Source: an optimization exercise on an open RTL-to-GDS flow (aim: small area, a short achievable clock period and few clock cycles per item). Production flows keep margins and buffers that such runs may drop. In this exercise RTL edits were held to simulation tests only and were not proved equivalent to the original.

==> run a <==
==> flow/design.v (excerpt) <==
module rv_core #(
    parameter int NUM_REGS = 32
) (
    input  logic             clk,
    input  logic             rst_n,
    input  logic             instr_valid,
    input  rv_pkg::instr_t   instr,
    output logic             busy,
    output logic             wb_valid,
    output logic             illegal,
    output rv_pkg::reg_idx_t wb_rd,
    output rv_pkg::xlen_t    wb_data
);
clock: 16.0 ns
lec_check: 0
cap_margin: 20
core_margin: 2
core_utilization: 30
setup_slack_margin: 5
slew_margin: 20
standard.sh (not shown) runs the stock make flow with config.mk's settings and CLKGATE_MAP_FILE= SYNTH_SCRIPT=/design/flow/synth_recipe.tcl, a recipe that flattens the netlist after the stock synthesis.
==> flow/flow/run.sh <==
#!/bin/bash
set -euo pipefail
bash standard.sh SETUP_SLACK_MARGIN=9 finish > standard.log 2>&1
==> inputs of run b, as changes to run a <==
--- a/flow/design.v
+++ b/flow/design.v
@@ -214,78 +214,59 @@
             2'd2:    m_chunk = {1'b0, m_b[23:16]};
             default: m_chunk = {1'b0, m_b[31:24]};
         endcase
         if (md_first) m_chunk[8] = m_b[32];
     end
     assign m_acc  = $signed(md_first ? 64'b0 : {acc[55:0], 8'b0}) + $signed(m_a) * $signed(m_chunk);
     logic          d_sgn, d_an, d_bn;
     rv_pkg::xlen_t d_amag, d_bmag;
-    logic [4:0]    d_sh;
+    logic [5:0]    d_la, d_lb;
     logic signed [7:0] d_steps;
     logic [5:0]    d_n;           
     logic [63:0]   d_init;
-    function automatic logic [5:0] topbit(input rv_pkg::xlen_t x);
-        logic [15:0] v1;
-        logic [15:0] p1;
-        logic [7:0]  v2;
-        logic [15:0] p2;
-        logic [3:0]  v3;
-        logic [11:0] p3;
-        logic [1:0]  v4;
-        logic [7:0]  p4;
-        logic        v5;
-        logic [4:0]  p5;
-        for (int i = 0; i < 16; i++) begin
-            v1[i] = x[2*i+1] | x[2*i];
-            p1[i] = x[2*i+1];
-        end
-        for (int i = 0; i < 8; i++) begin
-            v2[i]         = v1[2*i+1] | v1[2*i];
-            p2[2*i+:2]    = v1[2*i+1] ? {1'b1, p1[2*i+1]} : {1'b0, p1[2*i]};
-        end
-        for (int i = 0; i < 4; i++) begin
-            v3[i]         = v2[2*i+1] | v2[2*i];
-            p3[3*i+:3]    = v2[2*i+1] ? {1'b1, p2[4*i+2+:2]} : {1'b0, p2[4*i+:2]};
-        end
-        for (int i = 0; i < 2; i++) begin
-            v4[i]         = v3[2*i+1] | v3[2*i];
-            p4[4*i+:4]    = v3[2*i+1] ? {1'b1, p3[6*i+3+:3]} : {1'b0, p3[6*i+:3]};
-        end
-        v5 = v4[1] | v4[0];
-        p5 = v4[1] ? {1'b1, p4[7:4]} : {1'b0, p4[3:0]};
-        topbit = {v5, p5};
+    function automatic logic [5:0] bitlen(input rv_pkg::xlen_t x);
+        logic [15:0] h16;
+        logic [7:0]  h8;
+        logic [3:0]  h4;
+        logic [1:0]  h2;
+        logic [4:0]  lz;
+        lz[4] = x[31:16] == '0;
+        h16   = lz[4] ? x[15:0] : x[31:16];
+        lz[3] = h16[15:8] == '0;
+        h8    = lz[3] ? h16[7:0] : h16[15:8];
+        lz[2] = h8[7:4] == '0;
+        h4    = lz[2] ? h8[3:0] : h8[7:4];
+        lz[1] = h4[3:2] == '0;
+        h2    = lz[1] ? h4[1:0] : h4[3:2];
+        lz[0] = !h2[1];
+        bitlen = (x == '0) ? 6'd0 : 6'd32 - {1'b0, lz};
     endfunction
     assign d_sgn   = !md_f3[0];
     assign d_an    = d_sgn && op_a[31];
     assign d_bn    = d_sgn && op_b[31];
     assign d_amag  = d_an ? -op_a : op_a;
     assign d_bmag  = d_bn ? -op_b : op_b;
-    logic [5:0]        d_ta, d_tb;
-    logic signed [7:0] d_t;
-    assign d_ta    = topbit(op_a ^ {32{d_an}});
-    assign d_tb    = topbit(op_b ^ {32{d_bn}});
-    assign d_t     = 8'sd31 - (d_ta[5] ? 8'(d_ta[4:0]) : -8'sd1)
-                            + (d_tb[5] ? 8'(d_tb[4:0]) : -8'sd1) - 8'(d_an);
-    assign d_steps = 8'sd32 - d_t;
-    assign d_sh    = d_t[7] ? 5'd0 : {d_t[4:1], 1'b0};
-    assign d_n     = 6'd32 - 6'(d_sh);
-    assign d_init  = {32'b0, d_amag} << d_sh;
+    assign d_la    = bitlen(d_amag);
+    assign d_lb    = bitlen(d_bmag);
+    assign d_steps = 8'(d_la) - 8'(d_lb) + 8'sd1;
+    assign d_n     = 6'(d_steps + 8'sd1) & 6'b111110;
+    assign d_init  = {32'b0, d_amag} << (6'd32 - d_n);
     logic [32:0] d_t1, d_t2;
     logic [31:0] d_r1, d_r2;
     logic [31:0] d_q2;
     assign d_t1 = {acc[63:32], acc[31]} - {1'b0, op_b};
     assign d_r1 = d_t1[32] ? {acc[62:32], acc[31]} : d_t1[31:0];
     assign d_t2 = {d_r1, acc[30]} - {1'b0, op_b};
     assign d_r2 = d_t2[32] ? {d_r1[30:0], acc[30]} : d_t2[31:0];
     assign d_q2 = {acc[29:0], !d_t1[32], !d_t2[32]};
     logic fin;
     logic d_early;                
     logic d_neg;                  
-    assign d_early = !d_t[7] && d_t[5];
+    assign d_early = d_steps <= 8'sd0;
     assign d_neg   = md_f3[1] ? d_an : (d_an ^ d_bn);
     always_comb begin
         case (md_state)
             rv_pkg::MD_MUL:  fin = md_cnt[1:0] == 2'd0;
             rv_pkg::MD_DPRE: fin = d_early;
             rv_pkg::MD_DIV:  fin = md_cnt == 6'd2;
             default:         fin = 1'b0;
         endcase
==> flow/config.mk (replaced) <==
export PLATFORM = sky130hd
export DESIGN_NAME = rv_core
export DESIGN_NICKNAME = rv_core
export VERILOG_FILES = /design/flow/design.v
export SDC_FILE = /design/flow/constraint.sdc
export NUM_CORES = 4
export LEC_CHECK = 0
export CAP_MARGIN = 20
export CORE_MARGIN = 2
export CORE_UTILIZATION = 40
export SETUP_SLACK_MARGIN = 5
export SLEW_MARGIN = 20
==> results.txt <==
	run b	run a
FFs & Latches	1188	1187
Post-synth net total	8405	8296
Initial antenna violation count	51	54
Status	no timing/DRC/antenna violations	no timing/DRC/antenna violations
Fraction of cell area in non-clock buffers	0.0976	0.0792
Routed met2 length	188000 µm	184000 µm
Reg2reg end	acc[48]$_DFFE_PP_	acc[57]$_DFFE_PP_
Horizontal extent of the die	456 µm	526 µm
Mux cell area share after synthesis	0.0349	0.0398
Clock net sink count	1188	1187
Highest-delay cell along the critical path	a222oi_1	fa_1
Post-layout worst setup margin	8170 ps	8290 ps
Layout cells sized above 1	0.245	0.198
Clock Latency Late Sink	850 ps	870 ps
Crit path to	acc[48]$_DFFE_PP_	acc[57]$_DFFE_PP_
Testbench counts of run a, summed over its fixed seeds: cycles 34,893, instrs 24,000.
Testbench counts of run b, summed over its fixed seeds: cycles 34,853, instrs 24,000.

what the ideal ports hide:
No port has a modelled driver above. Below, the same layouts with a new extraction and two added sets of constraints.
Step 1 (the two cells are an assumption about what drives the block):
set clk [get_ports {clk}]
set_driving_cell -lib_cell sky130_fd_sc_hd__clkbuf_16 $clk
set_driving_cell -lib_cell sky130_fd_sc_hd__buf_2 [delete_from_list [all_inputs] $clk]
Step 2, shift: input delay + t, output delay - t, t = (earliest + latest rising clock arrival at the registers) / 2. This alone moves slack from input paths to output paths.
Slacks: no drivers / after step 1 / after step 2; pairs: no drivers / after step 1.
| run | t (ns) | slack for setup (ns) | hold WS [ns] | slew at the worst register clock pin (ns) | worst slew at a driven data input, ns |
|---|---|---|---|---|---|
| run a | 0.926 | 8.293 / 8.293 / 7.962 | 0.510 / 0.510 / 0.510 | 0.07 / 0.07 | 0.11 |
| run b | 0.910 | 8.169 / 8.169 / 7.738 | 0.543 / 0.543 / 0.543 | 0.07 / 0.07 | 0.11 |
After both steps setup and hold are still met in every run listed. For run b, which loses most, drivers alone change the setup slack by 0.000 ns; drivers and shift together by -0.431 ns.
